Background: an optimization exercise with open tools, aiming at small area, a short achievable clock period and few clock cycles. Do not read the settings as production practice. At most, simulation tests tie the RTL to the original design; equivalence was not proved.

==> flow/design.v (excerpt) <==
module muldiv_sched (
    input  logic        clk,
    input  logic        rst_n,
    input  logic        ex_mult,
    input  logic        ex_div,
    input  logic        ex_signed,
    input  logic        ex_mthi,
    input  logic        ex_mtlo,
    input  logic [31:0] ex_rs,
    input  logic [31:0] ex_rt,
    input  logic        id_hilo_use,
    output logic [31:0] hi,
    output logic [31:0] lo,
    output logic        busy,
    output logic        stall
);
Size in the first run: roughly 3,600 cells after synthesis, ~160 flip-flops, roughly 140 I/O pins, about 0.028 mm2 of cells after synthesis.
==> flow/config.mk <==
export PLATFORM = sky130hd
export DESIGN_NAME = muldiv_sched
export DESIGN_NICKNAME = muldiv_sched
export VERILOG_FILES = /design/flow/design.v
export SDC_FILE = /design/flow/constraint.sdc
export NUM_CORES = 4
export LEC_CHECK = 0
export CAP_MARGIN = 20
export CORE_MARGIN = 2
export CORE_UTILIZATION = 40
export SETUP_SLACK_MARGIN = 5
export SLEW_MARGIN = 20
export TNS_END_PERCENT = 5
==> flow/constraint.sdc <==
create_clock -name core_clock -period 10.0 [get_ports {clk}]
set_input_delay 2.0000 -clock core_clock [delete_from_list [all_inputs] [get_ports {clk}]]
set_output_delay 2.0000 -clock core_clock [all_outputs]
set_load 0.01 [all_outputs]
run.sh (not shown) runs the stock make flow with config.mk's settings and CLKGATE_MAP_FILE= SYNTH_SCRIPT=/design/flow/synth_recipe.tcl, a recipe that flattens the netlist after the stock synthesis.
Testbench counts at the start, summed over its fixed seeds: cycles 5,406.
Next try:
Settings changed: SETUP_SLACK_MARGIN 5 to 4.0, TNS_END_PERCENT 5 to not set.
Synthesized cell count stays the same.
Final cell count went down by a few percent.
Worst hold slack is about the same.
Cell area went down by a few percent.
Next try:
Settings changed: SETUP_SLACK_MARGIN 4.0 to 5.
What happened: Clock skew is lower by 10 ps. Routed wire length is higher by a few percent. Register-to-register slack is better by 700 ps. Area after synthesis does not change. Flip-flop and latch count stays the same.
Next try:
Settings changed: SETUP_SLACK_MARGIN 5 to 4.5.
After rerunning: The changed run went through all stages and came out clean. First-iteration DRC count came out higher by 12%. Die area stays the same. Clock skew came out higher by 8.2 ps. Core utilization came out lower by 2.2 points. Hold slack is worse by 12 ps. Routed wire length came out lower by 3.2%. Critical path depth came out lower by 1.

* * *

## job 3311
muldiv_sched, a different RTL version from the one above (not shown whole).
Size in the first run: ~150 flip-flops, roughly 140 I/O pins, about 27,000 sq um of cells after synthesis.
export LEC_CHECK = 0
export CAP_MARGIN = 20
export CORE_MARGIN = 2
export CORE_UTILIZATION = 40
export SETUP_SLACK_MARGIN = 4
export SLEW_MARGIN = 20
create_clock -name core_clock -period 10.0 [get_ports {clk}]
Job 3311 closes out successfully: all stages finished, all timing, DRC and antenna checks passed.
Testbench counts of job 3311, summed over its fixed seeds: cycles 5,406.
## Diff of input files: job 6718 against job 3311
# job 3311
export LEC_CHECK = 0
export CAP_MARGIN = 20
export CORE_MARGIN = 2
export CORE_UTILIZATION = 40
export SETUP_SLACK_MARGIN = 4
export SLEW_MARGIN = 20
create_clock -name core_clock -period 10.0 [get_ports {clk}]
# job 6718
export LEC_CHECK = 0
export CAP_MARGIN = 20
export CORE_MARGIN = 2
export CORE_UTILIZATION = 40
export SETUP_SLACK_MARGIN = 5
export SLEW_MARGIN = 20
create_clock -name core_clock -period 10.0 [get_ports {clk}]
Notes after the runs:
- Master of the slowest instance on the critical path = a2111o_1: job 6718; master of the slowest instance on the critical path = clkdlybuf4s50_1: job 3311
- Per the comparison of job 6718 with job 3311, worst path setup slack after routing now larger, final core utilization +5.4 points, register fraction of the total cell area went down.
- Compared job 6718 vs job 3311, and clock network area share is down in job 6718.

* * *

Setup of before:
Another version of the RTL of muldiv_sched (not shown whole).
Size: roughly 140 flip-flops, about 0.024 mm² of cells after synthesis.
==> flow/config.mk <==
export PLATFORM = sky130hd
export DESIGN_NAME = muldiv_sched
export DESIGN_NICKNAME = muldiv_sched
export VERILOG_FILES = /design/flow/design.v
export SDC_FILE = /design/flow/constraint.sdc
export NUM_CORES = 4
export LEC_CHECK = 0
export CAP_MARGIN = 20
export CORE_MARGIN = 2
export CORE_UTILIZATION = 40
export SLEW_MARGIN = 20
==> flow/constraint.sdc <==
create_clock -name core_clock -period 10.0 [get_ports {clk}]
set_input_delay 2.0000 -clock core_clock [delete_from_list [all_inputs] [get_ports {clk}]]
set_output_delay 2.0000 -clock core_clock [all_outputs]
set_load 0.01 [all_outputs]
[inputs] after vs before
# before
export LEC_CHECK = 0
export CAP_MARGIN = 20
export CORE_MARGIN = 2
export CORE_UTILIZATION = 40
export SLEW_MARGIN = 20
create_clock -name core_clock -period 10.0 [get_ports {clk}]
# after
export LEC_CHECK = 0
export CAP_MARGIN = 20
export CORE_MARGIN = 2
export CORE_UTILIZATION = 40
export SETUP_SLACK_MARGIN = 4.0
export SLEW_MARGIN = 20
create_clock -name core_clock -period 10.0 [get_ports {clk}]
[summary]
Delta (after minus before): post-synthesis to final-layout area growth went up; die area did not really move; minimum setup slack in the final design went up; fmax went up. Fraction of the cycle the final worst path needs: after < before. Any difference in met3 global-route usage between before and after is small enough to ignore.
No functional check of the RTL was part of any run of this note.

-- afterwards: timing with drivers on the ports --
How much do the figures lean on ideal ports? The routed layouts below were timed once more, with nothing changed but the port constraints.
Step 1, drivers: a clkbuf_16 drives clk and a buf_2 each remaining input, both assumed.
Step 2 adds t to the input delays and takes it off the output delays; t is the mean of the earliest and latest rising clock arrival at the registers after step 1. Input paths then give back, and output paths get back, about the clock's delay inside the block.
a / b / c = ideal / step 1 / step 2; a / b = the first two.
run | t (ns) | setup WS [ns] | hold WS [ns] | worst setup path at the end | worst register clock-pin slew, ns
the first run of note 1 | 0.587 | 4.793 / 4.793 / 4.319 | 0.593 / 0.593 / 0.593 | input to register | 0.10 / 0.10
the second run of note 1 | 0.591 | 4.060 / 4.096 / 3.504 | 0.592 / 0.592 / 0.592 | input to register | 0.10 / 0.10
the third run of note 1 | 0.583 | 4.919 / 4.919 / 4.405 | 0.597 / 0.597 / 0.597 | input to register | 0.09 / 0.09
the fourth run of note 1 | 0.583 | 4.473 / 4.483 / 3.929 | 0.585 / 0.585 / 0.585 | input to register | 0.10 / 0.10
job 3311 | 0.561 | 3.999 / 4.033 / 3.472 | 0.600 / 0.600 / 0.600 | input to register | 0.07 / 0.07
job 6718 | 0.583 | 4.179 / 4.179 / 3.854 | 0.544 / 0.544 / 0.544 | input to register | 0.08 / 0.08
before | 0.566 | 2.325 / 2.325 / 2.325 | 0.575 / 0.575 / 0.575 | register to register | 0.08 / 0.08
after | 0.569 | 4.156 / 4.156 / 3.827 | 0.548 / 0.548 / 0.548 | input to register | 0.09 / 0.09
After both steps setup and hold are still met in every run listed. For the second run of note 1, which loses most, drivers alone change the setup slack by +0.036 ns; drivers and shift together by -0.556 ns.
